What follows belongs to an exercise in optimizing a design on an open flow for small area, a short achievable clock period and few clock cycles; a production flow would make more cautious choices.
Only simulation tests tie the RTL to the original design; equivalence was not proved.
Power and IR drop assume default switching activity.

==> run C <==
==> flow/design.v <==
package rlfb_pkg;
  localparam logic [6:0] PCT_MAX = 7'd100;
  localparam logic [2:0] CMD_TICK      = 3'd0;
  localparam logic [2:0] CMD_SET       = 3'd1;
  localparam logic [2:0] CMD_INTENSITY = 3'd2;
  localparam logic [2:0] CMD_BLINK     = 3'd3;
  localparam logic [2:0] CMD_FADE_IN   = 3'd4;
  localparam logic [2:0] CMD_FADE_OUT  = 3'd5;
  localparam logic [2:0] CMD_OFF       = 3'd6;
  localparam logic [2:0] CMD_NOP       = 3'd7;
endpackage
module rlfb_div (
  input  logic [7:0] rem,
  input  logic [7:0] total,
  output logic       qbit,
  output logic [7:0] rem_nxt
);
  logic [8:0] rem2;
  logic [8:0] diff;
  always_comb begin
    rem2    = {rem, 1'b1};
    diff    = rem2 - {1'b0, total};
    qbit    = !diff[8];
    rem_nxt = qbit ? diff[7:0] : rem2[7:0];
  end
endmodule
module rlfb_lane (
  input  logic       eng,     
  input  logic       m100,    
  input  logic       bit_i,
  input  logic [7:0] y,
  input  logic [7:0] e,
  input  logic [7:0] lo,
  input  logic [7:0] hi,
  input  logic [7:0] d,
  output logic [7:0] x,
  output logic [7:0] h
);
  logic [7:0] a;
  logic [7:0] p;
  logic [9:0] s;
  logic [1:0] w;
  logic [7:0] k;
  logic [7:0] h0;
  logic [7:0] h1;
  logic [7:0] h2;
  always_comb begin
    a = eng ? lo : e;
    p = eng ? hi : d;
    s = {2'b00, a} + {2'b00, lo} + {2'b00, (bit_i ? y : 8'd0)};
    if (m100) begin
      w = (s >= 10'd200) ? 2'd2 : ((s >= 10'd100) ? 2'd1 : 2'd0);
      k = (w == 2'd2) ? 8'd56 : ((w == 2'd1) ? 8'd156 : 8'd0);
    end else begin
      w = (s >= 10'd510) ? 2'd2 : ((s >= 10'd255) ? 2'd1 : 2'd0);
      k = {6'd0, w};
    end
    x = s[7:0] + k;
    h0 = p + hi;
    h1 = p + hi + 8'd1;
    h2 = p + hi + 8'd2;
    h  = (w == 2'd2) ? h2 : ((w == 2'd1) ? h1 : h0);
  end
endmodule
module rlfb_merge (
  input  logic [23:0] data,
  input  logic        pol,
  input  logic        invert,
  output logic [23:0] out_tdata
);
  assign out_tdata = data ^ {24{pol ^ invert}};
endmodule
module rgb_led_fade_blink_driver_core (
  input  logic        clk,
  input  logic        rst_n,
  input  logic        cfg_we,
  input  logic        cfg_wdata,    
  input  logic        in_tvalid,
  output logic        in_tready,
  input  logic [71:0] in_tdata,
  input  logic [2:0]  in_tuser,     
  output logic        out_tvalid,
  input  logic        out_tready,
  output logic [23:0] out_tdata,    
  output logic [1:0]  out_tuser     
);
  logic        busy_r;
  logic        fade_r;
  logic        sub_r;
  logic [15:0] acc_r;
  logic [15:0] dur_r;
  logic [7:0]  total_r;
  logic [7:0]  left_r;       
  logic [8:0]  xr_r;         
  logic [7:0]  rem_r;        
  logic [2:0]  cnt_r;
  logic        st_busy_r;    
  logic        in_busy_r;    
  logic [23:0] base_r;
  logic [23:0] e_r;
  logic [23:0] lo_r;
  logic [23:0] hi_r;
  logic        inv_r;
  logic        ov_r;
  logic [23:0] data_r;
  logic        pol_r;
  logic [1:0]  user_r;
  logic [2:0]  cmd;
  logic [23:0] in_rgb;
  logic [6:0]  in_pct;
  logic [15:0] in_on;
  logic [15:0] in_dur;
  logic [7:0]  in_steps;
  logic [7:0]  steps_c;
  logic [6:0]  pct_c;
  logic [7:0]  steps_fill;
  logic [2:0]  steps_msb;
  assign cmd      = in_tuser;
  assign in_rgb   = in_tdata[23:0];
  assign in_pct   = in_tdata[30:24];
  assign in_on    = in_tdata[46:31];
  assign in_dur   = in_tdata[62:47];
  assign in_steps = in_tdata[70:63];
  assign steps_c  = (in_steps == 8'd0) ? 8'd1 : in_steps;
  assign pct_c    = (in_pct > rlfb_pkg::PCT_MAX) ? rlfb_pkg::PCT_MAX : in_pct;
  always_comb begin
    steps_fill[7] = 1'b0;
    for (int i = 6; i >= 0; i--) steps_fill[i] = steps_fill[i+1] | steps_c[i+1];
    steps_msb[2] = |steps_c[7:4];
    steps_msb[1] = steps_msb[2] ? |steps_c[7:6] : |steps_c[3:2];
    steps_msb[0] = steps_msb[2] ? (steps_msb[1] ? steps_c[7] : steps_c[5])
                                : (steps_msb[1] ? steps_c[3] : steps_c[1]);
  end
  logic [15:0] acc_sub;
  logic        acc_hit;
  logic        carry;
  logic [8:0]  xr_d;
  logic [8:0]  xr_nxt;
  logic        last_step;
  always_comb begin
    acc_sub = acc_r - {8'd0, total_r};
    acc_hit = (acc_r[15:9] == 7'd0) && (acc_r[8:0] < {total_r, 1'b0});
    carry  = sub_r ? !xr_r[8] : xr_r[8];
    xr_d   = {1'b0, rem_r} - (carry ? {1'b0, total_r} : 9'd0);
    xr_nxt = sub_r ? xr_r + xr_d : xr_r - xr_d;
    last_step = (left_r == 8'd1);
  end
  logic qbit;
  logic [7:0] rem_nxt;
  rlfb_div u_div (
    .rem     (rem_r),
    .total   (total_r),
    .qbit    (qbit),
    .rem_nxt (rem_nxt)
  );
  logic        eng;
  logic [23:0] lane_x;
  logic [23:0] lane_h;
  assign eng = st_busy_r | in_busy_r;
  for (genvar c = 0; c < 3; c++) begin : g_lane
    logic       b;
    logic [7:0] y;
    always_comb begin
      if (in_busy_r) begin
        b = base_r[8*c+7];
        y = {1'b0, total_r[6:0]};
      end else begin
        b = st_busy_r ? qbit : carry;
        y = base_r[8*c +: 8];
      end
    end
    rlfb_lane u_lane (
      .eng   (eng),
      .m100  (in_busy_r),
      .bit_i (b),
      .y     (y),
      .e     (e_r[8*c +: 8]),
      .lo    (lo_r[8*c +: 8]),
      .hi    (hi_r[8*c +: 8]),
      .d     (data_r[8*c +: 8]),
      .x     (lane_x[8*c +: 8]),
      .h     (lane_h[8*c +: 8])
    );
  end
  logic out_free;
  logic step_wait;
  logic take;
  logic in_done;
  assign out_free  = !ov_r || out_tready;
  assign step_wait = st_busy_r && busy_r && fade_r && acc_hit;
  assign in_tready = out_free && !in_busy_r && !step_wait;
  assign take      = in_tvalid && in_tready;
  assign in_done   = in_busy_r && (cnt_r == 3'd7) && out_free;
  always_ff @(posedge clk) begin
    if (!rst_n) begin
      busy_r    <= 1'b0;
      st_busy_r <= 1'b0;
      in_busy_r <= 1'b0;
      inv_r     <= 1'b0;
      ov_r      <= 1'b0;
      data_r    <= '0;
      pol_r     <= 1'b0;
    end else begin
      if (cfg_we) inv_r <= cfg_wdata;
      if (out_tready) ov_r <= 1'b0;
      if (st_busy_r) begin
        lo_r  <= lane_x;
        hi_r  <= lane_h;
        rem_r <= rem_nxt;
        cnt_r <= cnt_r + 3'd1;
        if (cnt_r == 3'd7) begin
          st_busy_r <= 1'b0;
          xr_r      <= sub_r ? {1'b0, rem_nxt} - {1'b0, total_r} : 9'd0 - {1'b0, rem_nxt};
        end
      end
      if (in_busy_r && (cnt_r != 3'd7 || out_free)) begin
        lo_r   <= lane_x;
        hi_r   <= lane_h;
        base_r <= {base_r[22:16], 1'b0, base_r[14:8], 1'b0, base_r[6:0], 1'b0};
        cnt_r  <= cnt_r + 3'd1;
      end
      if (in_done) begin
        in_busy_r <= 1'b0;
        ov_r      <= 1'b1;
        data_r    <= lane_h;
        pol_r     <= 1'b0;
        user_r    <= 2'b00;
      end
      if (take) begin
        ov_r   <= 1'b1;
        user_r <= {1'b0, busy_r};
        if (cmd == rlfb_pkg::CMD_TICK) begin
          if (busy_r) begin
            acc_r <= acc_sub;
            if (acc_hit) begin
              if (!fade_r) begin
                if (sub_r) begin
                  data_r <= '0;
                  pol_r  <= 1'b0;
                  sub_r  <= 1'b0;
                  acc_r  <= dur_r;
                  if (dur_r == 16'd0) begin
                    busy_r    <= 1'b0;
                    user_r[0] <= 1'b0;
                  end
                end else begin
                  busy_r    <= 1'b0;
                  user_r[0] <= 1'b0;
                end
              end else begin
                data_r <= lane_h;
                e_r    <= lane_x;
                xr_r   <= xr_nxt;
                left_r <= left_r - 8'd1;
                acc_r  <= dur_r;
                if (last_step) begin
                  busy_r    <= 1'b0;
                  user_r[0] <= 1'b0;
                end
              end
            end
          end
        end else if (cmd == rlfb_pkg::CMD_NOP) begin
        end else if (busy_r) begin
          user_r <= 2'b11;
        end else begin
          case (cmd)
            rlfb_pkg::CMD_SET: begin
              data_r <= in_rgb;
              pol_r  <= 1'b0;
            end
            rlfb_pkg::CMD_INTENSITY: begin
              ov_r      <= 1'b0;
              in_busy_r <= 1'b1;
              base_r    <= in_rgb;
              total_r   <= {1'b0, pct_c};
              lo_r      <= '0;
              hi_r      <= '0;
              cnt_r     <= 3'd0;
            end
            rlfb_pkg::CMD_BLINK: begin
              dur_r   <= in_dur;
              total_r <= 8'd1;
              fade_r  <= 1'b0;
              pol_r   <= 1'b0;
              if (in_on == 16'd0) begin
                data_r <= '0;
                sub_r  <= 1'b0;
                acc_r  <= in_dur;
                if (in_dur != 16'd0) begin
                  busy_r    <= 1'b1;
                  user_r[0] <= 1'b1;
                end
              end else begin
                data_r    <= in_rgb;
                sub_r     <= 1'b1;
                acc_r     <= in_on;
                busy_r    <= 1'b1;
                user_r[0] <= 1'b1;
              end
            end
            rlfb_pkg::CMD_FADE_IN, rlfb_pkg::CMD_FADE_OUT: begin
              base_r  <= in_rgb;
              total_r <= steps_c;
              dur_r   <= in_dur;
              left_r  <= steps_c;
              e_r     <= (cmd == rlfb_pkg::CMD_FADE_IN) ? 24'd0 : {3{8'd254}};
              lo_r    <= '0;
              hi_r    <= '0;
              acc_r   <= in_dur;
              fade_r  <= 1'b1;
              sub_r   <= (cmd == rlfb_pkg::CMD_FADE_IN);
              if (in_dur >= {8'd0, steps_c}) begin
                busy_r    <= 1'b1;
                user_r[0] <= 1'b1;
                st_busy_r <= 1'b1;
                rem_r     <= steps_fill;
                cnt_r     <= steps_msb;
                if (cmd == rlfb_pkg::CMD_FADE_IN) begin
                  data_r <= '0;
                  pol_r  <= 1'b0;
                end else begin
                  data_r <= ~in_rgb;
                  pol_r  <= 1'b1;
                end
              end else begin
                data_r <= (cmd == rlfb_pkg::CMD_FADE_IN) ? in_rgb : 24'd0;
                pol_r  <= 1'b0;
              end
            end
            rlfb_pkg::CMD_OFF: begin
              data_r <= '0;
              pol_r  <= 1'b0;
            end
            default: begin
            end
          endcase
        end
      end
    end
  end
  rlfb_merge u_merge (
    .data      (data_r),
    .pol       (pol_r),
    .invert    (inv_r),
    .out_tdata (out_tdata)
  );
  assign out_tvalid = ov_r;
  assign out_tuser  = user_r;
endmodule
==> flow/run.sh <==
#!/bin/bash
# synth_recipe.tcl (not shown) runs the flow's synth.tcl, then flattens the netlist and writes it again
# the make line also repeats each setting of config.mk as NAME=value (left out here)
make -C /OpenROAD-flow-scripts/flow DESIGN_CONFIG=/design/flow/config.mk WORK_HOME=/design/flow/orfs CLKGATE_MAP_FILE= SYNTH_SCRIPT=/design/flow/synth_recipe.tcl finish
==> flow/config.mk <==
export PLATFORM = sky130hd
export DESIGN_NAME = rgb_led_fade_blink_driver_core
export DESIGN_NICKNAME = rgb_led_fade_blink_driver_core
export VERILOG_FILES = /design/flow/design.v
export SDC_FILE = /design/flow/constraint.sdc
export NUM_CORES = 4
export LEC_CHECK = 0
export CAP_MARGIN = 20
export CORE_MARGIN = 2
export CORE_UTILIZATION = 40
export SLEW_MARGIN = 20
==> flow/constraint.sdc <==
create_clock -name core_clock -period 7.0 [get_ports {clk}]
set_input_delay 1.4000 -clock core_clock [delete_from_list [all_inputs] [get_ports {clk}]]
set_output_delay 1.4000 -clock core_clock [all_outputs]
set_load 0.01 [all_outputs]
==> run M (differences from run C) <==
--- a/flow/config.mk
+++ b/flow/config.mk
@@ -6,4 +6,5 @@
 export NUM_CORES = 4
 export LEC_CHECK = 0
+export ABC_AREA = 1
 export CAP_MARGIN = 20
 export CORE_MARGIN = 2
==> insert_results.sql <==
INSERT INTO impl_metrics (metric_group, metric, value, unit) VALUES
('run_status', 'run_status', 'timing/DRC/antenna clean', ''),
('timing', 'worst-slew-pin-transition', '0.989', 'ns'),
('placed_design', 'placed_cells', '2820', ''),
('synthesis', 'synth.yosys.seq_area_share', '30.5', '%'),
('drt', 'first_iter_violations', '1627', ''),
('worst_setup_path', 'cp_data_arrival_time', '6.78', 'ns'),
('pwr', 'power_density_of_the_placed_cells', '274', 'nW/µm²'),
('finish', 'n_all_inverters', '112', ''),
('pwr', 'total_power_draw', '5.84', 'mW'),
('pwr', 'power.clock.fraction', '17.9', '%');
[end of results for run C]
==> insert_results.sql <==
INSERT INTO impl_metrics (metric_group, metric, value, unit) VALUES
('run_status', 'run_status', 'timing/DRC/antenna clean', ''),
('pwr', 'power.clock.fraction', '16.9', '%'),
('pwr', 'total_power_draw', '6.40', 'mW'),
('timing', 'worst-slew-pin-transition', '1.03', 'ns'),
('placed_design', 'placed_cells', '3503', ''),
('worst_setup_path', 'cp_data_arrival_time', '6.34', 'ns'),
('finish', 'n_all_inverters', '371', '');
[end of results for run M]
Testbench counts of run C, summed over its fixed seeds: cycles 31,378.
Testbench counts of run M, summed over its fixed seeds: cycles 31,378.

## re-timing with driven ports
In the flow no input, the clock included, has a driving cell. The finished layouts below were timed again as built, in two steps.
Step 1 (the two cells are an assumption about what drives the block):
set clk [get_ports {clk}]
set_driving_cell -lib_cell sky130_fd_sc_hd__clkbuf_16 $clk
set_driving_cell -lib_cell sky130_fd_sc_hd__buf_2 [delete_from_list [all_inputs] $clk]
Step 2 also shifts input and output timing later by t, the mid clock arrival at the registers, as if the neighbouring blocks saw the same clock.
a / b / c = ideal ports / drivers / drivers and shift; a / b = the first two.
| run | shift t [ns] | setup WS [ns] | hold slack, ns | pins driven straight from the clock port |
|---|---|---|---|---|
| run C | 0.529 | 0.432 / 0.432 / 0.432 | 0.533 / 0.533 / 0.533 | 1 |
| run M | 0.554 | 0.922 / 0.922 / 0.922 | 0.531 / 0.531 / 0.531 | 1 |
After both steps setup and hold are still met in every run listed.
